From an optimization exercise on the open Yosys and OpenROAD flow, aimed at small area; shortcuts taken in it are not production practice. The RTL was checked by simulation tests, not by an equivalence proof against the original design. Power is estimated from default activity; no workload was simulated.

**flow/config.mk**
```make
export PLATFORM = sky130hd
export DESIGN_NAME = ruhman_led_multi
export DESIGN_NICKNAME = ruhman_led_multi
export VERILOG_FILES = /design/flow/design.v
export SDC_FILE = /design/flow/constraint.sdc
export NUM_CORES = 4
export LEC_CHECK = 0
export CAP_MARGIN = 20
export CORE_MARGIN = 2
export CORE_UTILIZATION = 40
export SLEW_MARGIN = 20
```
**flow/constraint.sdc**
```tcl
create_clock -name core_clock -period 10.0 [get_ports {clk}]
set_input_delay 2.0000 -clock core_clock [delete_from_list [all_inputs] [get_ports {clk}]]
set_output_delay 2.0000 -clock core_clock [all_outputs]
set_load 0.01 [all_outputs]
```
**flow/run.sh**
```bash
#!/bin/bash
# synth_recipe.tcl (not shown) runs the flow's synth.tcl, then flattens the netlist and writes it again
# the make line also repeats each setting of config.mk as NAME=value (left out here)
make -C /OpenROAD-flow-scripts/flow DESIGN_CONFIG=/design/flow/config.mk WORK_HOME=/design/flow/orfs CLKGATE_MAP_FILE= SYNTH_SCRIPT=/design/flow/synth_recipe.tcl finish
```
**flow/design.v**
```verilog
module ruhman_led_multi #(
    parameter int unsigned N          = 16,
    parameter int unsigned CLK_PER_MS = 100,
    parameter int unsigned HP_W       = 16
) (
    input  logic         clk,
    input  logic         reset_n,
    input  logic         cs,
    input  logic         read,
    input  logic         write,
    input  logic [4:0]   addr,
    input  logic [31:0]  wr_data,
    output logic [31:0]  rd_data,
    output logic [N-1:0] dout
);
    localparam int unsigned   PW        = (CLK_PER_MS > 1) ? $clog2(CLK_PER_MS) : 1;
    localparam logic [PW-1:0] PrescLast = PW'(CLK_PER_MS - 1);
    localparam logic [15:0]   RingInv   = 16'haaaa;
    logic [PW-1:0] presc_q;
    logic [3:0]    phase_q;    
    logic [3:0]    phase_n;
    logic          hold_q;     
    logic          win_q;      
    logic          ms_tick;
    logic          ph0, ph15;
    logic          bus_wr;
    logic          sync_sel;
    logic [15:0]   ch_hp   [N];
    logic [1:0]    ch_mode [N];
    logic [3:0]    ch_bc   [N];
    logic [N-1:0]  done_vec;
    logic          unused_bits;
    logic [15:0]   wd_hp;
    logic [15:0]   wd_hp_rot;
    logic          wd_hs;
    logic [1:0]    wd_mode;
    logic [3:0]    wd_bc;
    assign bus_wr      = cs && write;
    assign sync_sel    = bus_wr && (addr == 5'd16);
    assign ms_tick     = (presc_q == PrescLast);
    assign ph0         = (phase_q == 4'd0);
    assign ph15        = (phase_q == 4'd15);
    assign phase_n     = phase_q + 4'd1;
    assign unused_bits = read ^ (^wr_data);
    assign wd_hp       = reset_n ? wr_data[15:0] : 16'd0;
    assign wd_hs       = (wd_hp[15:1] == 15'd0);
    assign wd_mode     = reset_n ? wr_data[17:16] : 2'b00;
    assign wd_bc       = reset_n ? wr_data[23:20] : 4'd0;
    assign wd_hp_rot   = 16'({wd_hp, wd_hp} >> phase_n);
    always_ff @(posedge clk) begin
        if (!reset_n || ms_tick) presc_q <= '0;
        else                     presc_q <= presc_q + PW'(1);
    end
    always_ff @(posedge clk) begin
        if (!reset_n) begin
            phase_q <= '0;
            hold_q  <= 1'b0;
            win_q   <= 1'b0;
        end else begin
            win_q   <= ((ms_tick || hold_q) && ph15) || (win_q && !ph15);
            phase_q <= phase_n;
            hold_q  <= (ms_tick || hold_q) && !ph15;
        end
    end
    for (genvar i = 0; i < N; i++) begin : g_ch
        logic [15:0] hpr_q;        
        logic [15:0] cnr_q;        
        logic [15:0] hpr_v, cnr_v;  
        logic [1:0]  mode_q;
        logic [3:0]  bc_q;
        logic        hs_q;         
        logic        cy_q;         
        logic        stp_q;        
        logic [3:0]  nb_q;         
        logic        led_q, done_q;
        logic        cfg_wr, ld, restart, run, reached, step, adv, clr;
        logic        cy_eff, cbit, nbit, match;
        assign cfg_wr  = bus_wr && (addr == 5'(i));
        assign ld      = cfg_wr || !reset_n;
        assign restart = cfg_wr || (sync_sel && wr_data[i] && mode_q[1]);
        assign run     = ms_tick && mode_q[1] && !done_q && !restart;
        assign reached = stp_q || hs_q;
        assign step    = run && reached;
        assign adv     = run && !reached;
        assign clr     = restart || step;    
        assign hpr_v   = hpr_q ^ RingInv;
        assign cnr_v   = cnr_q ^ RingInv;
        assign cy_eff  = cy_q && !hold_q;
        assign cbit    = cnr_v[0] ^ ph0;      
        assign nbit    = cbit ^ cy_eff;       
        assign match   = (nbit == hpr_v[0]);
        always_ff @(posedge clk) begin
            if (ld) begin
                hpr_q  <= wd_hp_rot ^ RingInv;
                mode_q <= wd_mode;
                bc_q   <= wd_bc;
                hs_q   <= wd_hs;
            end else begin
                hpr_q  <= {hpr_v[0], hpr_v[15:1]} ^ RingInv;
            end
        end
        always_ff @(posedge clk) begin
            if (clr) begin
                cnr_q <= RingInv;
                cy_q  <= 1'b0;
                stp_q <= 1'b0;
            end else begin
                cnr_q <= {cnr_v[0] ^ cy_eff, cnr_v[15:1]} ^ RingInv;
                if (adv)         cy_q <= 1'b1;
                else if (!hold_q) cy_q <= cy_q && cbit;
                if (win_q) stp_q <= (ph0 || stp_q) && match;
            end
        end
        always_ff @(posedge clk) begin
            if (!reset_n) begin
                led_q  <= 1'b0;
                done_q <= 1'b0;
            end else if (restart) begin
                nb_q   <= '0;
                done_q <= 1'b0;
                led_q  <= cfg_wr ? (wr_data[17:16] != 2'b00) : 1'b1;
            end else if (step) begin
                led_q <= !led_q;
                if (mode_q[0] && led_q) begin
                    nb_q   <= nb_q + 4'd1;
                    done_q <= (nb_q + 4'd1 == bc_q);
                end
            end
        end
        assign dout[i]     = led_q;
        assign done_vec[i] = done_q;
        assign ch_hp[i]    = hpr_v;
        assign ch_mode[i]  = mode_q;
        assign ch_bc[i]    = bc_q;
    end
    logic [N-1:0] rd_sel;
    logic [21:0]  rd_ch;
    logic [15:0]  rd_hpr;
    always_comb begin
        rd_ch = '0;
        for (int i = 0; i < N; i++) begin
            rd_sel[i] = (addr == 5'(i));
            rd_ch = rd_ch | ({ch_bc[i], ch_mode[i], ch_hp[i]} & {22{rd_sel[i]}});
        end
        rd_hpr = 16'({rd_ch[15:0], rd_ch[15:0]} >> (5'd16 - {1'b0, phase_q}));
        rd_data = {8'h00, rd_ch[21:18], 2'b00, rd_ch[17:16], rd_hpr};
        if (addr == 5'd17) begin
            rd_data[N-1:0]  = dout;
            rd_data[16 +: N] = done_vec;
        end
    end
endmodule
```
==> results of run 1 <==
[cell usage after synthesis (10+ instances only)]
master,count,area share (%)
dfxtp_1,589,39
nor2_1,445,5.5
nand2_1,343,4.2
o21ai_0,191,3.1
a21oi_1,178,2.9
edfxtp_1,176,17
clkbuf_1,125,1.5
xnor2_1,115,3.3
nand3_1,73,1.2
a22oi_1,67,1.6
mux2i_1,64,2.1
xor2_1,46,1.3
mux2_2,38,1.4
or3_1,37,0.76
and3_1,36,0.74
nor3_1,33,0.54
and2_1,32,0.66
mux4_2,28,2.1
buf_4,26,0.64
nor2b_1,26,0.53
nor4_1,25,0.51
buf_2,23,0.38
nand3b_1,23,0.57
ha_1,19,0.78
nor3b_1,18,0.44
o22ai_1,18,0.37
nand4_1,17,0.35
or2_2,17,0.35
clkinv_1,16,0.20
o21a_1,16,0.39
nand2b_1,14,0.29
inv_1,13,0.16
a31oi_1,12,0.25
a21boi_0,11,0.27
o21ai_1,11,0.18
a221oi_1,10,0.29
[worst reg2reg max path: stages (launching register included)]
cell     delay, ps
dfxtp_2        310
buf_4          420
inv_1          160
ha_1           330
buf_4          400
mux4_2         640
nand3_1        100
o21ai_0        150
mux2i_2        900
nor2_1         120
a21oi_1        200
[cell usage in the layout (no fill, tap or decap), types with 44 or more instances in the layout]
cell type        instances
dfxtp_1                587
nor2_1                 445
nand2_1                343
o21ai_0                191
a21oi_1                178
edfxtp_1               176
xnor2_1                115
clkbuf_16               89
nand3_1                 73
clkdlybuf4s50_1         73
a22oi_1                 67
buf_4                   65
mux2i_1                 60
xor2_1                  44
[path summary, 6_finish.rpt]
path / startpoint / to / slack [ps] / depth (start not counted)
worst min-delay path: g_ch[13].cnr_q[2] / g_ch[13].cnr_q[1] / 360 / 1
worst min register to register: g_ch[13].cnr_q[2] / g_ch[13].cnr_q[1] / 360 / 1
worst max-delay path: addr[4] / rd_data[0] / 1010 / 11
worst max register to register: phase_q[0] / g_ch[9].hpr_q[3] / 6200 / 10
[layout make-up]
| cell class | instances | area, um2 |
|---|---|---|
| sequential | 765 | 17100 |
| clock inverter | 29 | 294 |
| clock buffer | 121 | 2440 |
| fill | 7191 | 40800 |
| timing repair buffer | 143 | 1260 |
| inverter | 30 | 113 |
| tap | 978 | 1220 |
| multi-input combinational | 2095 | 12500 |
| antenna | 3 | 7.51 |
[registers in the layout, summed over array words and instances, names as in the netlist, named ones only]
register     flops
hold_q           1
g_ch.done_q     16
g_ch.stp_q      16
g_ch.nb_q       64
g_ch.led_q      16
g_ch.bc_q       64
g_ch.hs_q       16
g_ch.cy_q       16
g_ch.hpr_q     256
g_ch.mode_q     32
phase_q          4
presc_q          7
g_ch.cnr_q     256
[logic make-up after synthesis]
| family | after synthesis | share of synthesized area (%) |
|---|---|---|
| AND/OR/NAND/NOR | 1166 | 17.4 |
| flip-flops | 765 | 56.0 |
| AO/OA/AOI/OAI | 618 | 12.4 |
| buffers and inverters | 216 | 3.15 |
| XOR/XNOR | 161 | 4.62 |
| multiplexers | 131 | 5.61 |
| adder cells (fa/ha/maj) | 19 | 0.779 |
[power by group]
group | leakage (uW) | internal (uW) | switching (uW) | total [uW]
clock network | 0.00134 | 1760 | 1280 | 3050
logic | 0.00512 | 354 | 576 | 929
registers | 0.00658 | 3500 | 248 | 3750
total | 0.0130 | 5620 | 2110 | 7720
[layer usage]
layer / vias up / routed length, um / GRT usage, %
met5: - / 14 / 0
met4: 2 / 5300 / 13.3
met3: 236 / 9370 / 5.47
met2: 1120 / 46800 / 41.1
met1: 11513 / 45400 / 36.4
li1: 10889 / - / -
[per-stage QoR]
step                setup slack (ps)  power (uW)  area [um2]
floorplan                       3550        4260       30500
global placement                1310        4700       32200
detailed placement              1330        4710       32200
CTS                             1320        7740       34900
global route                     943        7980       34900
finish                          1010        7720       34900
==> results.cfg, run 1 <==
[clock_network]
holdBufCountCts = 0
cts_resized = 0
cts_setup_buffers = 0
cts_buffer_depth = 3
cts_tree = built
cts_root_buf = clkbuf_16
cts_made_buffers = 82
clock-sinks = 765
htreeDepth = 3
path_clk_slew_ps = 60
clk_latency_ps = 650

[global_route]
grt_pass1_vias = 22219
antenna_found_initial = 2
grt_pass1_wl_mm = 154
overflow = 0
grt_usage_pct = 26.9
grt_max_degree = 69

[critical_path]
crit_required_ps = 8000
crit_arrival_ps = 6990
crit_family = simple AND/OR/NAND/NOR gates
path_buf_inv = 3
crit_type = input pin to output port
path_cells = clkdlybuf4s50_1 -> buf_4 -> nor2_1 -> nand3_1 -> o22ai_1 -> or4_1 -> mux2_2 -> mux2i_1 -> mux2_2 -> o221ai_1 -> clkdlybuf4s50_1
max_stage_delay_ps = 730
crit_path_end_kind = output port
cp_slowest_cell = nor2_1
cp-start-kind = input pin
worstPathMaxFanout = 24

[synth]
syn_area_per_cell_um2 = 9.92
yosysSeqAreaShare_pct = 56.0
syn-cell-area_mm2 = 0.0305
synth_edf_count = 176
synthCells = 3076
synth.distinct_cells = 80
synth_nets = 3137
synth_flop_cell = dfxtp_1
ys.warnings.count = 4
async_reset_ff_share_pct = 0
ys_seq_elements = 765

[floorplan]
pin_count = 90
die_h_um = 280
core.rowCount = 101
die_w_um = 280
start_util_pct = 40.3
dieArea_mm2 = 0.0785
core_area_mm2 = 0.0757

[drt]
ant_nets = 0
vias_per_cell = 5.71
first_iter_violations = 2725
drt_wl_total_mm = 107
first_pass_iters = 7
vias = 23760
drc = 0
routedWlPerCell_um = 25.7

[timing]
hold_viol = 0
rsz0062_at_grt = false
setup_violations = 0
finalCritPeriodShare_pct = 89.9
tightestPinTransition_ps = 1300
period_needed_ps = 8990
fin_setup_tns_ps = 0
maxSlewViolCount = 0
slew_headroom_pct = 13.2
timing.fmax_mhz = 111
holdWs_ps = 357
finalClockSkew_ps = 36.3

[layout]
drive_above_1_share_pct = 9.74
post-route-util_pct = 46.2
fin_cells = 4164
areaGrowthSynthToFinish_pct = 14.5
final_nets = 3178

[run]
max_cap_viol_count = 0

[pwr]
p_leak_uw = 0.0130
max-vdd-ir-drop_uv = 132
cellPowerDensity_mw_per_mm2 = 221

[placement]
io_buffers = 78
dpl.hpwl_mm = 78.3
routabilityCongestion = 1.01
placedCellCount = 4011

[hold_path]
hold_path.class = flip-flop to flip-flop

[outcome]
outcome = complete, no violations
==> inputs of run 2 (changes only) <==
==> flow/flow/run.sh (new file) <==
#!/bin/bash
# Own layout flow: the standard ORFS flow (standard.sh), with
#  - clock tree synthesis that clusters more sinks per leaf buffer and inserts no dummy loads
#  - port buffers of the smallest buffer cell.
# Each make target's full output goes to its own log file here.
set -euo pipefail
export CTS_ARGS="-sink_clustering_enable -repair_clock_nets -dont_use_dummy_load -sink_clustering_size 24 -sink_clustering_max_diameter 100"
export BUFFER_PORTS_ARGS="-buffer_cell sky130_fd_sc_hd__buf_1"
for t in synth floorplan place cts route finish; do
  bash standard.sh "$t" > "flow_$t.log" 2>&1
done
==> flow/standard.sh (new file) <==
#!/bin/bash
# synth_recipe.tcl (not shown) runs the flow's synth.tcl, then flattens the netlist and writes it again
# the make line also repeats each setting of config.mk as NAME=value (left out here)
make -C /OpenROAD-flow-scripts/flow DESIGN_CONFIG=/design/flow/config.mk WORK_HOME=/design/flow/orfs CLKGATE_MAP_FILE= SYNTH_SCRIPT=/design/flow/synth_recipe.tcl "${@:-finish}"
removed: flow/run.sh
==> run 2 against run 1 <==
- still clean on timing, DRC and antenna
- sequential cell count unchanged
- synthesized area unchanged
- clock-buffer cell count decreased by 83
- first-iteration DRC count decreased by 1.2%
- non-clock buffer count increased by 4
- sequential power about the same
- fmax increased by 7.7%
- clock skew increased by 24 ps
- synthesized cell count unchanged
- clock power decreased by 46%
- highest routed layer unchanged
==> results.cfg, run 2 <==
[outcome]
outcome = complete, no violations

[clock_network]
cts_setup_buffers = 0
holdBufCountCts = 0
cts_resized = 0
cts_buffer_depth = 3
cts_root_buf = clkbuf_16
cts_made_buffers = 38
clk_latency_ps = 610
clock-sinks = 765
path_clk_slew_ps = 100
htreeDepth = 2
cts_tree = built

[timing]
rsz0062_at_grt = false
slew_headroom_pct = 18.6
period_needed_ps = 8350
setup_violations = 0
hold_viol = 0
finalCritPeriodShare_pct = 83.5
finalClockSkew_ps = 59.8
timing.fmax_mhz = 120
fin_setup_tns_ps = 0
maxSlewViolCount = 0
tightestPinTransition_ps = 1220

[layout]
layout_common_cells = dfxtp_1 (587), nor2_1 (445), nand2_1 (343)
areaGrowthSynthToFinish_pct = 7.26
final_nets = 3138
top_regs = g_ch.cnr_q: 256 flops, g_ch.hpr_q: 256 flops
final_common_cell = dfxtp_1
drive_above_1_share_pct = 7.32
nFillCells = 7320

[synth]
yosys-top-cells-count = dfxtp_1 (589), nor2_1 (445), nand2_1 (343)
synth.distinct_cells = 80
async_reset_ff_share_pct = 0
ys.warnings.count = 4
yosysTopAreaCell = dfxtp_1
ys_seq_elements = 765
synthMostInstantiatedCell = dfxtp_1
syn-cell-area_mm2 = 0.0305
syn_area_per_cell_um2 = 9.92
synth_nets = 3137
synth.area.top_cells = dfxtp_1 (39%), edfxtp_1 (17%), nor2_1 (5.5%)
yosysSeqAreaShare_pct = 56.0
synth_edf_count = 176
synth_top_cell_area_share_pct = 38.7
synth_flop_cell = dfxtp_1
synthCells = 3076

[pwr]
p_leak_uw = 0.0120
power_uw = 6290
cellPowerDensity_mw_per_mm2 = 192
max-vdd-ir-drop_uv = 110

[drt]
vias_per_cell = 5.78
ant_nets = 0
routedWlPerCell_um = 26.1
first_pass_iters = 6
drt_wl_total_mm = 106
vias = 23461
first_iter_violations = 2693
drc = 0

[placement]
routabilityCongestion = 1.02
dpl.hpwl_mm = 78.2
io_buffers = 78

[critical_path]
crit_required_ps = 8000
worstPathMaxFanout = 30
r2r_cells = 9
cp-start-kind = input pin
crit_path_end_kind = output port
crit_type = input pin to output port
crit_arrival_ps = 6350
max_stage_delay_ps = 810
cp_slowest_cell = nor4_1
path_cells = clkbuf_2 -> buf_4 -> buf_4 -> mux2i_1 -> nand3_1 -> o311ai_0 -> nor4_1 -> mux2i_1 -> mux4_2 -> a221oi_1 -> o21ai_1 -> buf_1

[global_route]
met1_usage_pct = 36.9
grt_usage_pct = 26.6
grt_max_degree = 68
use_met2_pct = 41.7
grt_pass1_vias = 21793
antenna_found_initial = 3
overflow = 0
grt_use_met3_pct = 4.02
grt_pass1_wl_mm = 153
busiest_layer = met2

[floorplan]
die_h_um = 280
core.rowCount = 101
dieArea_mm2 = 0.0785
core_area_mm2 = 0.0757
start_util_pct = 40.3
die_w_um = 280
pin_count = 90

[run]
max_cap_viol_count = 0

[hold_path]
hold_path.class = flip-flop to flip-flop
holdPathStages = 1
run 2: kinds of logic after synthesis:
kind of cell,count (synthesis),synth area share (%)
flops,765,56.0
fa+ha+maj,19,0.779
buf+inv,216,3.15
simple gates,1166,17.4
compound gates,618,12.4
xor+xnor,161,4.62
mux,131,5.61
run 2: where the power goes:
group | total, uW | switching [uW] | internal, uW
logic | 895 | 574 | 321
clock network | 1650 | 970 | 684
registers | 3750 | 251 | 3490
run 2: worst paths after layout:
kind	start	end	slack [ps]
setup / recovery	addr[3]	rd_data[4]	1650
hold / removal	g_ch[15].cnr_q[4]	g_ch[15].cnr_q[3]	320
hold reg to reg	g_ch[15].cnr_q[4]	g_ch[15].cnr_q[3]	320
setup reg to reg	phase_q[0]	g_ch[6].hpr_q[3]	5210
run 2: stage by stage:
stage               instance area (um2)  setup slack [ps]  util (%)  hold slack, ps  cells
CTS                               32700              1960      43.2             324   4053
global route                      32700              1690      43.2             334   4053
global placement                  31800              1970      41.9             344   4015
detailed placement                31800              1950      41.9             348   4015
floorplan                         30500              3550         -             343   3076
finish                            32700              1650      43.2             318   4058
run 2: area by class of cell:
type | instances | area [um2] | area share, %
Timing Repair Buffer | 147 | 820 | 2.50
Tap cell | 978 | 1220 | 3.74
Antenna cell | 5 | 12.5 | 0.0382
Clock buffer | 38 | 951 | 2.91
Multi-Input combinational cell | 2095 | 12500 | 38.3
Inverter | 30 | 113 | 0.344
Sequential cell | 765 | 17100 | 52.2
run 2: per-layer routing:
layer | wire (um) | vias to the layer above
li1 | - | 10730
met1 | 45700 | 11378
met2 | 47100 | 1155
met3 | 8880 | 196
met4 | 4360 | 2
met5 | 12 | -
run 2: critical path: cells and delay by family:
kind | cells | cell delay [ps]
buf+inv | 4 | 1390
compound gates | 3 | 780
simple gates | 2 | 930
mux | 3 | 1220
==> inputs of run 3 (changes only) <==
--- a/flow/design.v
+++ b/flow/design.v
@@ -48,3 +48,9 @@
     assign wd_bc       = reset_n ? wr_data[23:20] : 4'd0;
-    assign wd_hp_rot   = 16'({wd_hp, wd_hp} >> phase_n);
+    always_comb begin
+        wd_hp_rot = {wd_hp[0], wd_hp[15:1]};
+        if (phase_q[0]) wd_hp_rot = {wd_hp_rot[0], wd_hp_rot[15:1]};
+        if (phase_q[1]) wd_hp_rot = {wd_hp_rot[1:0], wd_hp_rot[15:2]};
+        if (phase_q[2]) wd_hp_rot = {wd_hp_rot[3:0], wd_hp_rot[15:4]};
+        if (phase_q[3]) wd_hp_rot = {wd_hp_rot[7:0], wd_hp_rot[15:8]};
+    end
     always_ff @(posedge clk) begin
@@ -144,3 +150,7 @@
         end
-        rd_hpr = 16'({rd_ch[15:0], rd_ch[15:0]} >> (5'd16 - {1'b0, phase_q}));
+        rd_hpr = rd_ch[15:0];
+        if (phase_q[0]) rd_hpr = {rd_hpr[14:0], rd_hpr[15]};
+        if (phase_q[1]) rd_hpr = {rd_hpr[13:0], rd_hpr[15:14]};
+        if (phase_q[2]) rd_hpr = {rd_hpr[11:0], rd_hpr[15:12]};
+        if (phase_q[3]) rd_hpr = {rd_hpr[7:0], rd_hpr[15:8]};
         rd_data = {8'h00, rd_ch[21:18], 2'b00, rd_ch[17:16], rd_hpr};
--- a/flow/flow/run.sh
+++ b/flow/flow/run.sh
@@ -6,3 +6,3 @@
 set -euo pipefail
-export CTS_ARGS="-sink_clustering_enable -repair_clock_nets -dont_use_dummy_load -sink_clustering_size 24 -sink_clustering_max_diameter 100"
+export CTS_ARGS="-sink_clustering_enable -repair_clock_nets -dont_use_dummy_load -sink_clustering_size 10 -sink_clustering_max_diameter 50 -buf_list sky130_fd_sc_hd__clkbuf_4"
 export BUFFER_PORTS_ARGS="-buffer_cell sky130_fd_sc_hd__buf_1"
==> run 3 against run 2 <==
- hold slack gained 23 ps
- critical endpoint is now rd_data[5]
- total power shrank 10%
- first-iteration DRC count shrank 9.7%
- worst setup slack gained 79 ps
- clock power shrank 14%
- critical path depth shrank 1
- via count shrank 1.8%
- largest cell class unchanged
- sequential power shrank 4%
- fmax grew 0.96%
- final cell count shrank 0.30%
- sequential share of layout area grew 1.3 points
==> results.cfg, run 3 <==
[layout]
layout_common_cells = dfxtp_1 (588), nor2_1 (455), nand2_1 (340)
top_regs = g_ch.cnr_q: 256 flops, g_ch.hpr_q: 256 flops
drive_above_1_share_pct = 8.24
final_common_cell = dfxtp_1
areaGrowthSynthToFinish_pct = 6.00
final_nets = 3134
fin_cells = 4046
post-route-util_pct = 42.9

[timing]
timing.fmax_mhz = 121
fin_setup_tns_ps = 0
finalClockSkew_ps = 105
setup_violations = 0
tightestPinTransition_ps = 1220
slew_headroom_pct = 18.2
finalCritPeriodShare_pct = 82.7
rsz0062_at_grt = false
hold_viol = 0
finalWorstSetupSlack_ps = 1730
maxSlewViolCount = 0
period_needed_ps = 8270

[global_route]
grt_pass1_vias = 21519
grt_max_degree = 73
overflow = 0
grt_pass1_wl_mm = 142
grt_usage_pct = 24.7
antenna_found_initial = 4

[clock_network]
cts_root_buf = clkbuf_4
holdBufCountCts = 0
clk_latency_ps = 930
clock-sinks = 765
cts_made_buffers = 95
cts_resized = 0
cts_setup_buffers = 0
cts_tree = built
htreeDepth = 3
cts_buffer_depth = 3
path_clk_slew_ps = 100

[outcome]
outcome = complete, no violations

[drt]
first_pass_iters = 6
first_iter_violations = 2432
drt_wl_total_mm = 96.9
vias = 23048
routedWlPerCell_um = 23.9
ant_nets = 0
vias_per_cell = 5.70
drc = 0

[synth]
synth_edf_count = 176
synth.area.top_cells = dfxtp_1 (39%), edfxtp_1 (18%), nor2_1 (5.7%)
synth_nets = 3081
yosys-top-cells-count = dfxtp_1 (589), nor2_1 (458), nand2_1 (340)
synth_flop_cell = dfxtp_1
ys.warnings.count = 4
yosysSeqAreaShare_pct = 56.7
async_reset_ff_share_pct = 0
synthMostInstantiatedCell = dfxtp_1
yosysTopAreaCell = dfxtp_1
syn_area_per_cell_um2 = 9.97
syn-cell-area_mm2 = 0.0301
synth_top_cell_area_share_pct = 39.2
ys_seq_elements = 765
synth.distinct_cells = 88
synthCells = 3020

[floorplan]
core.rowCount = 100
dieArea_mm2 = 0.0775
pin_count = 90
die_h_um = 278
core_area_mm2 = 0.0744
start_util_pct = 40.5
die_w_um = 278

[critical_path]
worstPathMaxFanout = 19
crit_type = input pin to output port
crit_required_ps = 8000
cp-start-kind = input pin
crit_path_end_kind = output port
crit_arrival_ps = 6270

[pwr]
cellPowerDensity_mw_per_mm2 = 177
p_leak_uw = 0.0118
max-vdd-ir-drop_uv = 61.5

[hold_path]
hold_path.class = flip-flop to flip-flop

[placement]
routabilityCongestion = 1.01
pre_cts_ws_ps = 2030
placedCellCount = 3945
dpl.hpwl_mm = 70.2
io_buffers = 78

[run]
max_cap_viol_count = 0
run 3: cell count changes after synthesis, moves of 10 or more:
cell / change
a22oi_1: +17
a21boi_0: -10
nor3b_1: -10
nor3_1: -14
mux2_2: -18
xnor2_1: -13
nor2_1: +13
clkbuf_1: -13
nor2b_1: +15
nand3_1: -23
run 3: layout make-up:
type	instances	area [um2]
fill	7263	42500
sequential	765	17100
multi-input combinational	2047	12100
tap	969	1210
timing repair buffer	133	716
clock buffer	95	713
inverter	31	116
antenna	6	15.0
run 3: through the flow:
step | power, uW | hold slack [ps] | area (um2)
6_report | 5650 | 342 | 31900
5_1_grt | 5870 | 353 | 31900
4_1_cts | 5670 | 353 | 31900
3_5_place_dp | 4290 | 348 | 31200
3_3_place_gp | 4280 | 344 | 31200
2_1_floorplan | 3990 | 343 | 30100
run 3: logic make-up after synthesis:
| family | Yosys count | share of synthesized area [%] |
|---|---|---|
| mux | 113 | 4.72 |
| compound gates | 626 | 12.9 |
| xor+xnor | 153 | 4.45 |
| flops | 765 | 56.7 |
| buf+inv | 208 | 3.37 |
| simple gates | 1136 | 17.1 |
| fa+ha+maj | 19 | 0.789 |
run 3: power breakdown:
group / internal (uW) / switching, uW
sequential: 3410 / 182
clock: 435 / 981
combinational: 227 / 423
run 3: path summary, 6_finish.rpt:
kind / depth (start not counted) / end / from / slack (ps)
worst min-delay path: 1 / g_ch[8].cnr_q[11] / g_ch[8].cnr_q[12] / 340
worst max-delay path: 11 / rd_data[5] / addr[2] / 1730
worst max register to register: 7 / g_ch[4].stp_q / phase_q[2] / 6380
worst min register to register: 1 / g_ch[8].cnr_q[11] / g_ch[8].cnr_q[12] / 340
run 3: worst max-delay path: stages:
cell and delay (ps):
buf_1 340, buf_4 360, or3b_2 590, nor2_1 830, a22oi_1 290, nand4_1 290
o22a_1 310, nor2_1 80, a2111oi_0 700, a221o_1 280, buf_1 180
run 3: routing by layer:
layer | vias up | track usage (%) | share of wire, %
li1 | 10627 | - | -
met1 | 11084 | 33.3 | 42
met2 | 1082 | 38.2 | 44
met3 | 251 | 5.41 | 8.8
met4 | 4 | 10.7 | 4.6
met5 | - | 0 | 0.024
==> inputs of run 4 (changes only) <==
--- a/flow/config.mk
+++ b/flow/config.mk
@@ -9,3 +9,4 @@
 export CORE_MARGIN = 2
-export CORE_UTILIZATION = 40
+export CORE_UTILIZATION = 70
+export PLACE_DENSITY = 0.8
 export SLEW_MARGIN = 20
==> run 4 against run 3 <==
- still clean on timing, DRC and antenna
- synthesized cell count did not move
- core utilization grew 31 points
- hold slack better by 19 ps
- combinational power about the same
- critical path depth unchanged
- largest cell class unchanged
==> results.cfg, run 4 <==
[drt]
ant_nets = 0
wl_met1_mm = 34.2
vias_per_cell = 6.68
top_layer = met5
wl_met2_mm = 41.1
drt_wl_total_mm = 93.9
first_pass_iters = 9
drc = 0
vias = 24019
met3WireLength_mm = 11.2
routedWlPerCell_um = 26.1
first_iter_violations = 3303

[global_route]
grt_pass1_wl_mm = 138
antenna_found_initial = 6
grt_pass1_vias = 22768
grt_max_degree = 64
overflow = 0
grt_usage_pct = 41.9

[critical_path]
startpoint = addr[2]
crit_type = input pin to output port
crit_arrival_ps = 6010
r2r-start = phase_q[2]
crit_path_end_kind = output port
worstPathMaxFanout = 15
cp-start-kind = input pin
crit_required_ps = 8000

[outcome]
outcome = complete, no violations

[layout]
design_area_mm2 = 0.0313
nFillCells = 3007
areaGrowthSynthToFinish_pct = 3.78
final_nets = 3116
top_regs = g_ch.cnr_q: 256 flops, g_ch.hpr_q: 256 flops
final_common_cell = dfxtp_1
drive_above_1_share_pct = 7.73
layout_common_cells = dfxtp_1 (588), nor2_1 (452), nand2_1 (340)

[timing]
tightestPinTransition_ps = 1270
finalCritPeriodShare_pct = 80.1
fin_setup_tns_ps = 0
holdWs_ps = 361
rsz0062_at_grt = false
finalWorstSetupSlack_ps = 1990
slew_headroom_pct = 15.0
maxSlewViolCount = 0
finalClockSkew_ps = 45.5
setup_violations = 0
hold_viol = 0
period_needed_ps = 8010
timing.fmax_mhz = 125

[synth]
ys_seq_elements = 765
synth.distinct_cells = 88
syn_area_per_cell_um2 = 9.97
synth_nets = 3081
yosysSeqAreaShare_pct = 56.7
async_reset_ff_share_pct = 0
synth.area.top_cells = dfxtp_1 (39%), edfxtp_1 (18%), nor2_1 (5.7%)
synth_flop_cell = dfxtp_1
yosysTopAreaCell = dfxtp_1
synthCells = 3020
yosys-top-cells-count = dfxtp_1 (589), nor2_1 (458), nand2_1 (340)
ys.warnings.count = 4
synthMostInstantiatedCell = dfxtp_1
synth_top_cell_area_share_pct = 39.2
synth_edf_count = 176
syn-cell-area_mm2 = 0.0301

[clock_network]
clock-sinks = 765
cts_buffer_depth = 3
htreeDepth = 3
cts_made_buffers = 87
clk_latency_ps = 860
cts_tree = built
cts_resized = 0
holdBufCountCts = 0
cts_setup_buffers = 0
path_clk_slew_ps = 100
cts_root_buf = clkbuf_4

[hold_path]
hold_start = g_ch[7].cnr_q[8]
hold_path.class = flip-flop to flip-flop

[floorplan]
die_w_um = 211
die_h_um = 211
pin_count = 90
start_util_pct = 71.3
dieArea_mm2 = 0.0447
core.rowCount = 75
core_area_mm2 = 0.0422

[placement]
pre_cts_ws_ps = 2250
dpl.hpwl_mm = 67.4
routabilityCongestion = 1.09
io_buffers = 78
place_area_mm2 = 0.0306

[pwr]
power_uw = 5580
max-vdd-ir-drop_uv = 145
p_leak_uw = 0.0117
cellPowerDensity_mw_per_mm2 = 179

[run]
max_cap_viol_count = 0
## run 4: cell counts after synthesis
Identical to the previous run, type by type.
## run 4: through the flow
| stage | instances | util, % |
|---|---|---|
| 3_5_place_dp | 3505 | 72.4 |
| 5_1_grt | 3597 | 74.0 |
| 2_1_floorplan | 3020 | - |
| 6_report | 3598 | 74.0 |
| 3_3_place_gp | 3505 | 72.4 |
| 4_1_cts | 3592 | 73.9 |
## run 4: routing by layer
layer | up-vias | global-route usage, %
met3 | 455 | 9.24
met4 | 4 | 27.5
met2 | 1692 | 64.9
met5 | - | 0
met1 | 11283 | 53.3
li1 | 10585 | -
## run 4: path summary, 6_finish.rpt
check,cells past startpoint,end,slack (ps)
worst min register to register,1,g_ch[7].cnr_q[7],360
worst max-delay path,11,rd_data[11],1990
worst min-delay path,1,g_ch[7].cnr_q[7],360
worst max register to register,7,g_ch[11].stp_q,6340
## run 4: cells by family after synthesis
logic type                 Yosys count  share of synthesized area (%)
buffers and inverters              208                           3.37
xor gates and xnor gates           153                           4.45
adders and majority gates           19                          0.789
muxes                              113                           4.72
AOI/OAI and AO/OA                  626                           12.9
DFF                                765                           56.7
and+or+nand+nor                   1136                           17.1
## run 4: report_power, final
group | total (uW) | switching [uW] | leakage (uW) | internal (uW)
clock network | 1340 | 938 | 0.000400 | 401
logic | 650 | 426 | 0.00477 | 224
registers | 3600 | 189 | 0.00653 | 3410
## run 4: cell type report
type                       count  area (um2)  area share, %
tap                          539         674           2.16
inverter                      31         116          0.372
multi-input combinational   2047       12100           38.6
antenna                        6        15.0         0.0480
clock buffer                  87         653           2.09
sequential                   765       17100           54.6
timing repair buffer         123         641           2.05
## run 4: worst max-delay path: stages
cell and delay (ps):
buf_1 620, buf_4 370, or3b_1 430, or3_1 170, o2111ai_1 120, nor4_1 780
mux2i_1 340, mux4_2 560, and2_1 170, a221o_1 280, buf_1 140
==> inputs of run 5 (changes only) <==
--- a/flow/flow/run.sh
+++ b/flow/flow/run.sh
@@ -6,3 +6,3 @@
 set -euo pipefail
-export CTS_ARGS="-sink_clustering_enable -repair_clock_nets -dont_use_dummy_load -sink_clustering_size 10 -sink_clustering_max_diameter 50 -buf_list sky130_fd_sc_hd__clkbuf_4"
+export CTS_ARGS="-sink_clustering_enable -repair_clock_nets -dont_use_dummy_load -sink_clustering_size 32 -sink_clustering_max_diameter 70 -buf_list sky130_fd_sc_hd__clkbuf_16"
 export BUFFER_PORTS_ARGS="-buffer_cell sky130_fd_sc_hd__buf_1"
--- a/flow/config.mk
+++ b/flow/config.mk
@@ -9,4 +9,3 @@
 export CORE_MARGIN = 2
-export CORE_UTILIZATION = 70
-export PLACE_DENSITY = 0.8
+export CORE_UTILIZATION = 40
 export SLEW_MARGIN = 20
==> run 5 against run 4 <==
- clock power up 26%
- global-route usage down 18 points
- largest power group unchanged
- sequential share of layout area down 1.6 points
- sequential power about the same
- hold slack worse by 43 ps
- synthesized area unchanged
- register-to-register slack better by 60 ps
- fmax down 3.2%
- routed wire length up 2.5%
==> results.cfg, run 5 <==
[layout]
top_regs = g_ch.cnr_q: 256 flops, g_ch.hpr_q: 256 flops
n_antenna_cell = 0
layout_common_cells = dfxtp_1 (588), nor2_1 (455), nand2_1 (340)
areaGrowthSynthToFinish_pct = 6.99
post-route-util_pct = 43.3
final_nets = 3080
drive_above_1_share_pct = 6.60
final_common_cell = dfxtp_1

[placement]
dpl.hpwl_mm = 70.2
io_buffers = 78
pre_cts_ws_ps = 2030
routabilityCongestion = 1.01

[drt]
ant_nets = 0
wl_met2_mm = 42.7
vias = 22705
routedWlPerCell_um = 24.2
vias_per_cell = 5.70
first_pass_iters = 6
drc = 0
drt_wl_total_mm = 96.3
wl_met1_mm = 40.5
met3WireLength_mm = 8.79
first_iter_violations = 2611
top_layer = met5

[critical_path]
cp-start-kind = input pin
crit_arrival_ps = 6280
path_cells = buf_1 -> buf_4 -> or3b_2 -> nor2_1 -> a22oi_1 -> nand4_1 -> o22a_1 -> nor2_1 -> a2111oi_0 -> a221o_1 -> buf_1
crit_family = simple AND/OR/NAND/NOR gates
crit_required_ps = 8000
crit_type = input pin to output port
crit_path_end_kind = output port
max_stage_delay_ps = 820
worstPathMaxFanout = 19
path_buf_inv = 3
cp_slowest_cell = nor2_1

[synth]
synth_edf_count = 176
synth_top_cell_area_share_pct = 39.2
ys_seq_elements = 765
synth_flop_cell = dfxtp_1
synth.distinct_cells = 88
yosysTopAreaCell = dfxtp_1
ys.warnings.count = 4
yosys-top-cells-count = dfxtp_1 (589), nor2_1 (458), nand2_1 (340)
async_reset_ff_share_pct = 0
synthCells = 3020
synth_nets = 3081
synthMostInstantiatedCell = dfxtp_1
syn-cell-area_mm2 = 0.0301
yosysSeqAreaShare_pct = 56.7
syn_area_per_cell_um2 = 9.97
synth.area.top_cells = dfxtp_1 (39%), edfxtp_1 (18%), nor2_1 (5.7%)

[floorplan]
core_area_mm2 = 0.0744
die_h_um = 278
start_util_pct = 40.5
core.rowCount = 100
die_w_um = 278
dieArea_mm2 = 0.0775
pin_count = 90

[timing]
finalCritPeriodShare_pct = 82.8
maxSlewViolCount = 0
timing.fmax_mhz = 121
finalClockSkew_ps = 90.6
fin_setup_tns_ps = 0
finalWorstSetupSlack_ps = 1720
rsz0062_at_grt = false
period_needed_ps = 8280
slew_headroom_pct = 23.3
hold_viol = 0
tightestPinTransition_ps = 1140
setup_violations = 0

[clock_network]
cts_resized = 0
cts_buffer_depth = 3
holdBufCountCts = 0
clock-sinks = 765
cts_root_buf = clkbuf_16
cts_made_buffers = 41
htreeDepth = 2
cts_tree = built
clk_latency_ps = 640
path_clk_slew_ps = 100
cts_setup_buffers = 0

[global_route]
overflow = 0
grt_pass1_vias = 21124
grt_pass1_wl_mm = 140
antenna_found_initial = 3
grt_max_degree = 73
grt_usage_pct = 24.4

[outcome]
outcome = complete, no violations

[pwr]
cellPowerDensity_mw_per_mm2 = 184
p_leak_uw = 0.0118
max-vdd-ir-drop_uv = 100

[hold_path]
hold_path.class = flip-flop to flip-flop

[run]
max_cap_viol_count = 0
-- run 5: power by group --
group          switching, uW  internal (uW)
clock network            961            733
logic                    424            227
registers                182           3410
total                   1570           4370
-- run 5: worst paths after layout --
| path | from | endpoint | slack, ps | cells past startpoint |
|---|---|---|---|---|
| min | g_ch[9].cnr_q[12] | g_ch[9].cnr_q[11] | 320 | 1 |
| max | addr[2] | rd_data[5] | 1720 | 11 |
| min reg2reg | g_ch[9].cnr_q[12] | g_ch[9].cnr_q[11] | 320 | 1 |
| max reg2reg | phase_q[2] | g_ch[6].stp_q | 6400 | 7 |
-- run 5: kinds of logic after synthesis --
logic type / Yosys count / share of synthesized area [%]
fa+ha+maj: 19 / 0.789
compound gates: 626 / 12.9
mux: 113 / 4.72
flops: 765 / 56.7
buf+inv: 208 / 3.37
xor+xnor: 153 / 4.45
simple gates: 1136 / 17.1
-- run 5: worst register-to-register path, stage by stage (launching register included) --
cell,delay [ps]
dfxtp_1,300
buf_4,250
inv_1,770
and3_2,340
buf_4,420
and2_1,1050
a22oi_1,240
nor2_1,150
-- run 5: final cells by class --
type	count	area (um2)
Fill cell	7182	42200
Tap cell	969	1210
Timing Repair Buffer	133	716
Sequential cell	765	17100
Multi-Input combinational cell	2047	12100
Clock buffer	41	1030
Inverter	31	116
-- run 5: metal layers --
metal	GRT usage (%)	vias up
li1	-	10486
met1	33.0	10927
met2	38.4	1066
met3	4.59	220
met4	9.95	6
met5	0	-
-- run 5: stage by stage --
stage | instance area (um2) | power [uW] | instances | hold WS (ps)
2_1_floorplan | 30100 | 3990 | 3020 | 343
3_3_place_gp | 31200 | 4280 | 3945 | 344
3_5_place_dp | 31200 | 4290 | 3945 | 348
4_1_cts | 32200 | 5950 | 3986 | 318
5_1_grt | 32200 | 6130 | 3986 | 338
6_report | 32200 | 5930 | 3986 | 318
==> inputs of run 6 (changes only) <==
--- a/flow/flow/run.sh
+++ b/flow/flow/run.sh
@@ -6,3 +6,3 @@
 set -euo pipefail
-export CTS_ARGS="-sink_clustering_enable -repair_clock_nets -dont_use_dummy_load -sink_clustering_size 32 -sink_clustering_max_diameter 70 -buf_list sky130_fd_sc_hd__clkbuf_16"
+export CTS_ARGS="-sink_clustering_enable -repair_clock_nets -dont_use_dummy_load -sink_clustering_size 16 -sink_clustering_max_diameter 60 -buf_list sky130_fd_sc_hd__clkbuf_8"
 export BUFFER_PORTS_ARGS="-buffer_cell sky130_fd_sc_hd__buf_1"
==> run 6 against run 5 <==
- total power is 3.7% lower
- still clean on timing, DRC and antenna
- critical endpoint unchanged
- routed wire length up 0.40%
- largest cell class unchanged
- worst setup slack better by 99 ps
- via count grew 0.34%
- global-route usage grew 0.13 points
- clock power decreased by 12%
- clock skew up 0.95 ps
==> results.cfg, run 6 <==
[timing]
setup_violations = 0
fin_setup_tns_ps = 0
holdWs_ps = 324
hold_viol = 0
maxSlewViolCount = 0
period_needed_ps = 8180
finalCritPeriodShare_pct = 81.8
slew_headroom_pct = 21.3
finalClockSkew_ps = 91.6
rsz0062_at_grt = false
tightestPinTransition_ps = 1180
timing.fmax_mhz = 122

[critical_path]
crit_path_end_kind = output port
crit_type = input pin to output port
crit_arrival_ps = 6180
timing.rr.end = g_ch[15].stp_q
critPathCapture = rd_data[5]
cp-start-kind = input pin
r2r_cells = 7
worst-r2r-setup-slack_ps = 6400
crit_required_ps = 8000
worstPathMaxFanout = 19
r2r-start = phase_q[2]
startpoint = addr[2]

[synth]
syn-cell-area_mm2 = 0.0301
synthCells = 3020
synthMostInstantiatedCell = dfxtp_1
async_reset_ff_share_pct = 0
synth.area.top_cells = dfxtp_1 (39%), edfxtp_1 (18%), nor2_1 (5.7%)
syn_area_per_cell_um2 = 9.97
synth-simple-area-share_pct = 17.1
synth.distinct_cells = 88
yosysTopAreaCell = dfxtp_1
synth_top_cell_area_share_pct = 39.2
synth_top_family_by_area = simple AND/OR/NAND/NOR gates
synthAdderAreaFrac_pct = 0.789
synth_nets = 3081
yosys-top-cells-count = dfxtp_1 (589), nor2_1 (458), nand2_1 (340)
synthXorXnorAreaFrac_pct = 4.45
ys.warnings.count = 4
synth_mux_area_share_pct = 4.72
synth_flop_cell = dfxtp_1
yosysSeqAreaShare_pct = 56.7
synth_edf_count = 176
ys_seq_elements = 765
synth_compound_area_share_pct = 12.9

[floorplan]
core_area_mm2 = 0.0744
core.rowCount = 100
dieArea_mm2 = 0.0775
start_util_pct = 40.5
die_w_um = 278
pin_count = 90
die_h_um = 278

[run]
max_cap_viol_count = 0

[clock_network]
cts_buffer_depth = 3
holdBufCountCts = 0
cts_resized = 0
cts_tree = built
htreeDepth = 2
cts_made_buffers = 58
clock-sinks = 765
cts_setup_buffers = 0
path_clk_slew_ps = 90
cts_root_buf = clkbuf_8
clk_latency_ps = 730

[pwr]
max-vdd-ir-drop_uv = 116
p_leak_uw = 0.0118
power_uw = 5720
cellPowerDensity_mw_per_mm2 = 179

[drt]
ant_nets = 0
drt_wl_total_mm = 96.7
vias = 22782
first_pass_iters = 6
drc = 0
first_iter_violations = 2581
vias_per_cell = 5.69
routedWlPerCell_um = 24.1

[layout]
final_nets = 3097
nFillCells = 7241
layout_common_cells = dfxtp_1 (588), nor2_1 (455), nand2_1 (340)
fin_cells = 4006
areaGrowthSynthToFinish_pct = 6.26
final_common_cell = dfxtp_1
top_regs = g_ch.cnr_q: 256 flops, g_ch.hpr_q: 256 flops
drive_above_1_share_pct = 7.12

[global_route]
grt_usage_pct = 24.5
grt_pass1_vias = 21255
antenna_found_initial = 4
grt_max_degree = 73
grt_pass1_wl_mm = 141
overflow = 0

[placement]
routabilityCongestion = 1.01
placedCellCount = 3945
io_buffers = 78
dpl.hpwl_mm = 70.2

[outcome]
outcome = complete, no violations

[hold_path]
hold_path.class = flip-flop to flip-flop
==> run 6: cell counts after synthesis <==
Identical to the previous run, type by type.
==> run 6: worst min-delay path by stage <==
stage	slack, ps	depth (start not counted)	end	from
floorplan	340	1	g_ch[0].cnr_q[11]	g_ch[0].cnr_q[12]
detailed placement	350	1	g_ch[6].cnr_q[3]	g_ch[6].cnr_q[4]
global route	320	1	g_ch[8].cnr_q[11]	g_ch[8].cnr_q[12]
global placement	340	1	g_ch[5].cnr_q[11]	g_ch[5].cnr_q[12]
CTS	320	1	g_ch[8].cnr_q[11]	g_ch[8].cnr_q[12]
finish	320	1	g_ch[8].cnr_q[11]	g_ch[8].cnr_q[12]
==> run 6: metrics by stage <==
step           cell area, um2  setup WS (ps)  utilization, %
6_report                32000           1820            43.0
5_1_grt                 32000           1720            43.0
4_1_cts                 32000           2020            43.0
3_5_place_dp            31200           2030            41.9
3_3_place_gp            31200           2020            41.9
2_1_floorplan           30100           3710               -
==> run 6: power by group <==
group,total (uW),switching [uW],leakage (uW),internal (uW)
combinational,649,422,0.00481,227
sequential,3590,182,0.00653,3410
clock,1480,963,0.000417,517
==> run 6: cell families after synthesis <==
family                   count (synthesis)
AO/OA/AOI/OAI                          626
XOR/XNOR                               153
adder cells (fa/ha/maj)                 19
buffers and inverters                  208
flip-flops                             765
multiplexers                           113
AND/OR/NAND/NOR                       1136
==> run 6: critical path, cell delays in order <==
cell	delay, ps
buf_1	340
buf_4	360
or3b_2	590
nor2_1	800
a22oi_1	270
nand4_1	280
o22a_1	290
nor2_1	80
a2111oi_0	680
a221o_1	290
buf_1	180
==> run 6: final cells by class <==
| type | count | area, um2 | share of cell area [%] |
|---|---|---|---|
| timing repair buffer | 133 | 716 | 2.24 |
| antenna | 3 | 7.51 | 0.0235 |
| tap | 969 | 1210 | 3.79 |
| inverter | 31 | 116 | 0.364 |
| sequential | 765 | 17100 | 53.4 |
| clock buffer | 58 | 798 | 2.49 |
| multi-input combinational | 2047 | 12100 | 37.7 |
==> run 6: layer usage <==
metal	vias to the layer above	track usage [%]	part of all wire, %
met3	239	4.89	9.5
met2	1095	38.7	44
met1	10945	33.0	42
met5	-	0	0.036
li1	10497	-	-
met4	6	9.81	4.4
==> inputs of run 7 (changes only) <==
--- a/flow/config.mk
+++ b/flow/config.mk
@@ -9,3 +9,4 @@
 export CORE_MARGIN = 2
-export CORE_UTILIZATION = 40
+export CORE_UTILIZATION = 70
+export PLACE_DENSITY = 0.8
 export SLEW_MARGIN = 20
==> run 7 against run 6 <==
- still clean on timing, DRC and antenna
- clock power shrank 3%
- via count grew 5.0%
- clock-buffer cell count shrank 2
- non-clock buffer count shrank 10
- register-to-register slack lost 50 ps
- hold slack gained 44 ps
- clock skew shrank 42 ps
- critical path type unchanged
- largest cell class unchanged
- highest routed layer unchanged
==> results.cfg, run 7 <==
[outcome]
outcome = complete, no violations

[pwr]
power_uw = 5680
cellPowerDensity_mw_per_mm2 = 181
pwr-share-comb_pct = 11.5
p_int_uw = 4130
p_clk_share_pct = 25.2
switching_share_pct = 27.3
p_leak_uw = 0.0117
max-vdd-ir-drop_uv = 168
p_sw_uw = 1550
seq_power_share_pct = 63.3

[synth]
synth_top_cell_area_share_pct = 39.2
yosys-top-cells-count = dfxtp_1 (589), nor2_1 (458), nand2_1 (340)
synth_flop_cell = dfxtp_1
yosysTopAreaCell = dfxtp_1
synthCells = 3020
async_reset_ff_share_pct = 0
synth.distinct_cells = 88
synth_edf_count = 176
synth_nets = 3081
ys.warnings.count = 4
synth.area.top_cells = dfxtp_1 (39%), edfxtp_1 (18%), nor2_1 (5.7%)
syn-cell-area_mm2 = 0.0301
syn_area_per_cell_um2 = 9.97
yosysSeqAreaShare_pct = 56.7
ys_seq_elements = 765
synthMostInstantiatedCell = dfxtp_1

[global_route]
antenna_found_initial = 3
grt_usage_pct = 41.6
grt_pass1_vias = 22601
overflow = 0
grt_max_degree = 64
grt_pass1_wl_mm = 137

[placement]
place_area_mm2 = 0.0306
dpl.hpwl_mm = 67.4
placedCellCount = 3505
io_buffers = 78
routabilityCongestion = 1.09

[floorplan]
dieArea_mm2 = 0.0447
core_area_mm2 = 0.0422
start_util_pct = 71.3
core.rowCount = 75
die_h_um = 211
die_w_um = 211
pin_count = 90

[drt]
routedWlPerCell_um = 26.3
drt_wl_total_mm = 93.6
first_iter_violations = 3380
ant_nets = 0
vias_per_cell = 6.71
vias = 23912
first_pass_iters = 7
drc = 0

[layout]
layout_common_cells = dfxtp_1 (588), nor2_1 (452), nand2_1 (340)
post-route-util_pct = 74.3
design_area_mm2 = 0.0314
areaGrowthSynthToFinish_pct = 4.13
final_common_cell = dfxtp_1
drive_above_1_share_pct = 6.78
top_regs = g_ch.cnr_q: 256 flops, g_ch.hpr_q: 256 flops
fin_cells = 3563
final_nets = 3085

[timing]
fin_setup_tns_ps = 0
maxSlewViolCount = 0
slew_headroom_pct = 17.1
rsz0062_at_grt = false
setup_violations = 0
period_needed_ps = 8010
finalCritPeriodShare_pct = 80.1
tightestPinTransition_ps = 1240
timing.fmax_mhz = 125
hold_viol = 0
finalClockSkew_ps = 49.6

[run]
max_cap_viol_count = 0

[critical_path]
cp-start-kind = input pin
crit_top_cell = buf_1
max_stage_delay_ps = 790
crit_arrival_ps = 6010
cp_slowest_cell = nor4_1
worst-r2r-setup-slack_ps = 6350
crit_family = simple AND/OR/NAND/NOR gates
path_buf_inv = 3
path_cells = buf_1 -> buf_4 -> or3b_1 -> or3_1 -> o2111ai_1 -> nor4_1 -> mux2i_1 -> mux4_2 -> and2_1 -> a221o_1 -> buf_1
crit_path_end_kind = output port
crit_required_ps = 8000
crit_type = input pin to output port
worstPathMaxFanout = 15

[clock_network]
path_clk_slew_ps = 90
cts_buffer_depth = 3
holdBufCountCts = 0
cts_root_buf = clkbuf_8
htreeDepth = 2
cts_resized = 0
cts_tree = built
cts_made_buffers = 56
cts_setup_buffers = 0
clk_latency_ps = 710
clock-sinks = 765

[hold_path]
hold_path.class = flip-flop to flip-flop
run 7: cell count changes in the layout (fill, tap and decap cells not counted), moves of 2 or more:
cell      delta
buf_4       -10
nor2_1       -3
clkbuf_8     -2
nor2_4       +2
run 7: layout make-up:
class,count,area [um2]
Antenna cell,2,5.00
Clock buffer,56,771
Multi-Input combinational cell,2047,12100
Timing Repair Buffer,123,641
Inverter,31,116
Tap cell,539,674
Sequential cell,765,17100
Fill cell,2960,10900
run 7: final timing paths:
check,start,endpoint,cells past startpoint
hold / removal,g_ch[9].cnr_q[12],g_ch[9].cnr_q[11],1
setup reg to reg,phase_q[2],g_ch[15].stp_q,7
hold reg to reg,g_ch[9].cnr_q[12],g_ch[9].cnr_q[11],1
setup / recovery,addr[2],rd_data[11],11
run 7: logic make-up after synthesis:
group	after synthesis	share of synthesized area [%]
compound gates	626	12.9
xor+xnor	153	4.45
fa+ha+maj	19	0.789
buf+inv	208	3.37
flops	765	56.7
mux	113	4.72
simple gates	1136	17.1
run 7: power by group through the flow:
stage	Clock [uW]	Sequential [uW]	Combinational (uW)
finish	1430	3600	651
global route	1540	3610	691
CTS	1430	3580	625
detailed placement	0	3650	622
global placement	0	3650	600
floorplan	0	3560	430
run 7: through the flow:
stage | hold WS [ps] | setup WS, ps
after floorplan | 343 | 3710
after detailed placement | 347 | 2250
final | 368 | 1990
after global placement | 344 | 2220
after global routing | 376 | 2030
after CTS | 369 | 2230
run 7: layer usage:
metal | share of wire, % | global-route usage, % | wire, um
met4 | 8.2 | 29.5 | 7720
met3 | 12 | 8.81 | 10900
met1 | 36 | 52.5 | 34100
met5 | 0.029 | 0 | 27
met2 | 44 | 63.9 | 40900
==> inputs of run 8 (changes only) <==
--- a/flow/flow/run.sh
+++ b/flow/flow/run.sh
@@ -6,3 +6,3 @@
 set -euo pipefail
-export CTS_ARGS="-sink_clustering_enable -repair_clock_nets -dont_use_dummy_load -sink_clustering_size 16 -sink_clustering_max_diameter 60 -buf_list sky130_fd_sc_hd__clkbuf_8"
+export CTS_ARGS="-sink_clustering_enable -repair_clock_nets -dont_use_dummy_load -sink_clustering_size 8 -sink_clustering_max_diameter 40 -buf_list sky130_fd_sc_hd__clkbuf_4"
 export BUFFER_PORTS_ARGS="-buffer_cell sky130_fd_sc_hd__buf_1"
==> run 8 against run 7 <==
- still clean
- routed wire length is 0.49% higher
- global-route usage is 0.35 points higher
- sequential share of layout area is 0.13 points lower
- sequential cell count stayed put
- synthesized area stayed put
- combinational power hardly changed
- hold slack worse by 44 ps
==> results.cfg, run 8 <==
[clock_network]
cts_buffer_depth = 3
clk_latency_ps = 900
holdBufCountCts = 0
path_clk_slew_ps = 80
cts_tree = built
clock-sinks = 765
cts_made_buffers = 111
htreeDepth = 3
cts_setup_buffers = 0
cts_resized = 0
cts_root_buf = clkbuf_4

[layout]
drive_above_1_share_pct = 8.48
fin_cells = 3622
nFillCells = 2976
final_common_cell = dfxtp_1
layout_common_cells = dfxtp_1 (588), nor2_1 (452), nand2_1 (340)
areaGrowthSynthToFinish_pct = 4.38
seq_area_mm2 = 0.0171
design_area_mm2 = 0.0314
multi_input_area_mm2 = 0.0121
top_regs = g_ch.cnr_q: 256 flops, g_ch.hpr_q: 256 flops
final_nets = 3140

[pwr]
p_int_uw = 4140
power_uw = 5730
max-vdd-ir-drop_uv = 159
pwr-share-comb_pct = 11.3
seq_power_share_pct = 62.8
p_sw_uw = 1590
p_clk_share_pct = 25.9
switching_share_pct = 27.8
cellPowerDensity_mw_per_mm2 = 182
p_leak_uw = 0.0118

[timing]
slew_headroom_pct = 14.1
setup_violations = 0
timing.fmax_mhz = 123
tightestPinTransition_ps = 1280
hold_viol = 0
finalCritPeriodShare_pct = 81.3
finalClockSkew_ps = 72.7
maxSlewViolCount = 0
rsz0062_at_grt = false
period_needed_ps = 8130
fin_setup_tns_ps = 0

[critical_path]
timing.rr.end = g_ch[15].stp_q
crit_type = input pin to output port
r2r_cells = 7
cp-start-kind = input pin
crit_required_ps = 8000
max_stage_delay_ps = 860
r2r-start = phase_q[2]
worst-r2r-setup-slack_ps = 6780
crit_top_cell = buf_1
startpoint = addr[2]
crit_arrival_ps = 6130
worstPathMaxFanout = 15
cp_slowest_cell = nor4_1
crit_path_end_kind = output port
path_cells = buf_1 -> buf_4 -> or3b_1 -> or3_1 -> o2111ai_1 -> nor4_1 -> mux2i_1 -> mux4_2 -> and2_1 -> a221o_1 -> buf_1
critPathCapture = rd_data[11]

[synth]
syn_area_per_cell_um2 = 9.97
synth.distinct_cells = 88
yosysTopAreaCell = dfxtp_1
synth_flop_cell = dfxtp_1
synth_top_cell_area_share_pct = 39.2
yosys-top-cells-count = dfxtp_1 (589), nor2_1 (458), nand2_1 (340)
ys_seq_elements = 765
synth.area.top_cells = dfxtp_1 (39%), edfxtp_1 (18%), nor2_1 (5.7%)
yosysSeqAreaShare_pct = 56.7
syn-cell-area_mm2 = 0.0301
synth_edf_count = 176
synth_nets = 3081
async_reset_ff_share_pct = 0
ys.warnings.count = 4
synthMostInstantiatedCell = dfxtp_1
synthCells = 3020

[floorplan]
die_w_um = 211
die_h_um = 211
start_util_pct = 71.3
dieArea_mm2 = 0.0447
pin_count = 90
core.rowCount = 75
core_area_mm2 = 0.0422

[placement]
placedCellCount = 3505
place_area_mm2 = 0.0306
routabilityCongestion = 1.09
io_buffers = 78
dpl.hpwl_mm = 67.4

[global_route]
grt_usage_pct = 41.9
grt_max_degree = 64
antenna_found_initial = 5
grt_pass1_vias = 23098
overflow = 0
grt_pass1_wl_mm = 138

[hold_path]
hold_path.class = flip-flop to flip-flop
holdPathStages = 1

[drt]
vias_per_cell = 6.69
first_pass_iters = 8
first_iter_violations = 3224
drc = 0
routedWlPerCell_um = 26.0
drt_wl_total_mm = 94.1
ant_nets = 0
vias = 24231

[run]
max_cap_viol_count = 0

[outcome]
outcome = complete, no violations
[run 8: changes by cell type in the layout (fill, tap and decap cells not counted), sizes merged]
| cell | before | now |
|---|---|---|
| clkbuf | 60 | 115 |
| diode | 2 | 6 |
[run 8: worst min-delay path by stage]
stage | from | endpoint | slack (ps)
2_1_floorplan | g_ch[0].cnr_q[12] | g_ch[0].cnr_q[11] | 340
3_3_place_gp | g_ch[8].cnr_q[10] | g_ch[8].cnr_q[9] | 340
3_5_place_dp | g_ch[4].cnr_q[10] | g_ch[4].cnr_q[9] | 350
4_1_cts | g_ch[3].cnr_q[12] | g_ch[3].cnr_q[11] | 320
5_1_grt | g_ch[7].cnr_q[14] | g_ch[7].cnr_q[13] | 340
6_report | g_ch[3].cnr_q[12] | g_ch[3].cnr_q[11] | 320
[run 8: routing by layer]
layer,up-vias,GRT usage (%),part of all wire (%)
met5,-,0,0.0096
met1,11401,52.0,36
met3,460,10.9,12
met2,1716,64.1,44
li1,10652,-,-
met4,2,29.6,8.1
[run 8: cell type report]
type,instances,area share [%]
antenna,6,0.0478
clock buffer,111,2.65
tap,539,2.15
sequential,765,54.3
multi-input combinational,2047,38.4
timing repair buffer,123,2.04
inverter,31,0.370
[run 8: logic make-up (layout without fill, tap and decap cells)]
kind of cell	count (synthesis)	count (layout)	share of synthesized area, %
flops	765	765	56.7
simple gates	1136	1136	17.1
compound gates	626	626	12.9
mux	113	113	4.72
fa+ha+maj	19	19	0.789
xor+xnor	153	153	4.45
other cells	0	6	0
buf+inv	208	265	3.37
[run 8: worst max-delay path: cells and delay by family]
kind | cells | cell delay [ps]
compound gates | 2 | 390
buf+inv | 3 | 1150
simple gates | 4 | 1630
mux | 2 | 940
[run 8: power groups by stage]
| stage | Combinational [uW] | Clock (uW) | Sequential (uW) |
|---|---|---|---|
| global placement | 600 | 0 | 3650 |
| CTS | 625 | 1490 | 3580 |
| detailed placement | 622 | 0 | 3650 |
| floorplan | 430 | 0 | 3560 |
| finish | 649 | 1480 | 3600 |
| global route | 690 | 1610 | 3610 |
[run 8: per-stage QoR]
stage / hold WS, ps / utilization (%) / setup WS (ps)
finish: 324 / 74.4 / 1870
global route: 338 / 74.4 / 2010
CTS: 320 / 74.4 / 2230
detailed placement: 347 / 72.4 / 2250
global placement: 344 / 72.4 / 2220
floorplan: 343 / - / 3710
==> inputs of run 9 (changes only) <==
--- a/flow/config.mk
+++ b/flow/config.mk
@@ -9,4 +9,4 @@
 export CORE_MARGIN = 2
-export CORE_UTILIZATION = 70
-export PLACE_DENSITY = 0.8
+export CORE_UTILIZATION = 78
+export PLACE_DENSITY = 0.88
 export SLEW_MARGIN = 20
==> run 9 against run 8 <==
- total power grew 0.95%
- core utilization rose by 8.6 points
- highest routed layer unchanged
- non-clock buffer count grew 1
==> results.cfg, run 9 <==
[layout]
final_nets = 3141
layout_common_cells = dfxtp_1 (588), nor2_1 (454), nand2_1 (340)
top_regs = g_ch.cnr_q: 256 flops, g_ch.hpr_q: 256 flops
drive_above_1_share_pct = 8.48
areaGrowthSynthToFinish_pct = 4.32
final_common_cell = dfxtp_1
fin_cells = 3597

[synth]
yosys-top-cells-count = dfxtp_1 (589), nor2_1 (458), nand2_1 (340)
yosysTopAreaCell = dfxtp_1
synth.distinct_cells = 88
ys.warnings.count = 4
synth_flop_cell = dfxtp_1
synth_nets = 3081
synthCells = 3020
synth.area.top_cells = dfxtp_1 (39%), edfxtp_1 (18%), nor2_1 (5.7%)
syn-cell-area_mm2 = 0.0301
syn_area_per_cell_um2 = 9.97
synthMostInstantiatedCell = dfxtp_1
async_reset_ff_share_pct = 0
synth_top_cell_area_share_pct = 39.2
yosysSeqAreaShare_pct = 56.7
synth_edf_count = 176
ys_seq_elements = 765

[critical_path]
crit_top_cell = buf_1
worstPathMaxFanout = 13
path_cells = buf_1 -> buf_4 -> and3b_1 -> nand2_1 -> o2111ai_1 -> nor4_1 -> mux2i_1 -> mux4_2 -> and2_1 -> a211o_1 -> buf_1
cp-start-kind = input pin
r2r-start = phase_q[0]
crit_path_end_kind = output port
timing.rr.end = g_ch[10].hpr_q[12]
cp_slowest_cell = nor4_1
crit_arrival_ps = 6290
crit_type = input pin to output port
max_stage_delay_ps = 920
r2r_cells = 7
startpoint = addr[4]
worst-r2r-setup-slack_ps = 7080
crit_required_ps = 8000

[floorplan]
die_w_um = 200
pin_count = 90
die_h_um = 200
core.rowCount = 71
core_area_mm2 = 0.0378
start_util_pct = 79.6
dieArea_mm2 = 0.0402

[drt]
ant_nets = 0
vias = 25491
vias_per_cell = 7.09
drc = 0
first_pass_iters = 14
routedWlPerCell_um = 28.0
drt_wl_total_mm = 101
first_iter_violations = 3913

[placement]
pre_cts_ws_ps = 1960
placedCellCount = 3477
dpl.hpwl_mm = 69.5
io_buffers = 78
routabilityCongestion = 1.09

[pwr]
power_uw = 5780
cellPowerDensity_mw_per_mm2 = 184
p_leak_uw = 0.0118
max-vdd-ir-drop_uv = 139

[clock_network]
cts_root_buf = clkbuf_4
clk_latency_ps = 960
cts_tree = built
cts_buffer_depth = 3
cts_setup_buffers = 0
holdBufCountCts = 0
cts_made_buffers = 111
cts_resized = 0
path_clk_slew_ps = 100
clock-sinks = 765
htreeDepth = 3

[hold_path]
holdPathEnd = g_ch[0].hpr_q[9]
hold_path.class = flip-flop to flip-flop
holdPathStages = 1
hold_start = g_ch[0].hpr_q[10]

[timing]
slew_headroom_pct = 21.8
finalWorstSetupSlack_ps = 1710
hold_viol = 0
timing.fmax_mhz = 121
period_needed_ps = 8290
tightestPinTransition_ps = 1170
rsz0062_at_grt = false
fin_setup_tns_ps = 0
finalClockSkew_ps = 144
finalCritPeriodShare_pct = 82.9
maxSlewViolCount = 0
setup_violations = 0

[run]
max_cap_viol_count = 0

[global_route]
antenna_found_initial = 11
overflow = 0
grt_max_degree = 58
grt_usage_pct = 49.5
grt_pass1_vias = 24732
grt_pass1_wl_mm = 148

[outcome]
outcome = complete, no violations
run 9: cell counts after synthesis:
Identical to the previous run, type by type.
run 9: worst max path at each step:
stage,endpoint,cells after the start
floorplan,rd_data[11],9
global placement,rd_data[1],11
detailed placement,rd_data[1],11
CTS,rd_data[1],11
global route,rd_data[0],11
finish,rd_data[1],11
run 9: cells by family (layout without fill, tap and decap cells):
logic type,after synthesis,count (layout),share of synthesized area (%)
adder cells (fa/ha/maj),19,19,0.789
multiplexers,113,113,4.72
buffers and inverters,208,266,3.37
XOR/XNOR,153,153,4.45
AO/OA/AOI/OAI,626,626,12.9
other,0,8,0
AND/OR/NAND/NOR,1136,1136,17.1
flip-flops,765,765,56.7
run 9: worst max-delay path: cells and delay by family:
kind / cells / cell delay (ps)
AOI/OAI and AO/OA: 2 / 390
buffers and inverters: 3 / 1000
and+or+nand+nor: 4 / 1940
muxes: 2 / 940
run 9: per-layer routing:
layer / share of wire, % / routed length [um] / vias up / global-route usage (%)
met5: 0.046 / 46 / - / 0
met4: 9.9 / 9910 / 8 / 38.9
met3: 14 / 14600 / 733 / 15.4
met2: 43 / 43700 / 2344 / 75.9
met1: 32 / 32400 / 11759 / 58.3
li1: - / - / 10647 / -
run 9: area by class of cell:
cell class | instances | area (um2)
diodes | 8 | 20.0
clock buffers | 111 | 833
fillers | 2116 | 6420
inverters | 31 | 116
multi-input cells | 2047 | 12100
flip-flops and latches | 765 | 17100
well taps | 511 | 639
repair buffers | 124 | 652
run 9: stage by stage:
stage,hold slack [ps],cell area (um2),util (%)
floorplan,343,30100,-
global placement,344,30500,80.7
detailed placement,347,30500,80.7
CTS,328,31400,82.9
global route,341,31400,83.0
finish,319,31400,83.0
run 9: power by group:
part	internal, uW	switching (uW)
combinational	225	445
sequential	3410	195
clock	505	1000
total	4140	1650

[static timing again, ports no longer ideal]
In the flow no input, the clock included, has a driving cell. The finished layouts below were timed again as built, in two steps. Step 1, drivers: a clkbuf_16 drives clk and a buf_2 each remaining input, both assumed. Step 2, shift: input delay + t, output delay - t, t = (earliest + latest rising clock arrival at the registers) / 2. This alone moves slack from input paths to output paths. a / b / c = ideal / step 1 / step 2; a / b = the first two.
| run | t, ns | slack for setup (ns) | pins driven straight from the clock port |
|---|---|---|---|
| run 1 | 0.694 | 1.014 / 0.990 / 0.990 | 1 |
| run 2 | 0.644 | 1.655 / 1.631 / 1.631 | 1 |
| run 3 | 0.946 | 1.734 / 1.710 / 1.710 | 1 |
| run 4 | 0.908 | 1.990 / 1.961 / 1.961 | 1 |
| run 5 | 0.660 | 1.725 / 1.701 / 1.701 | 1 |
| run 6 | 0.748 | 1.824 / 1.800 / 1.800 | 1 |
| run 7 | 0.744 | 1.994 / 1.965 / 1.965 | 1 |
| run 8 | 0.934 | 1.869 / 1.839 / 1.839 | 1 |
| run 9 | 0.941 | 1.714 / 1.685 / 1.685 | 1 |
After both steps every run listed still meets setup and hold. The setup slack of run 8, which loses most, moves by -0.030 ns with the drivers and by -0.030 ns with both steps.
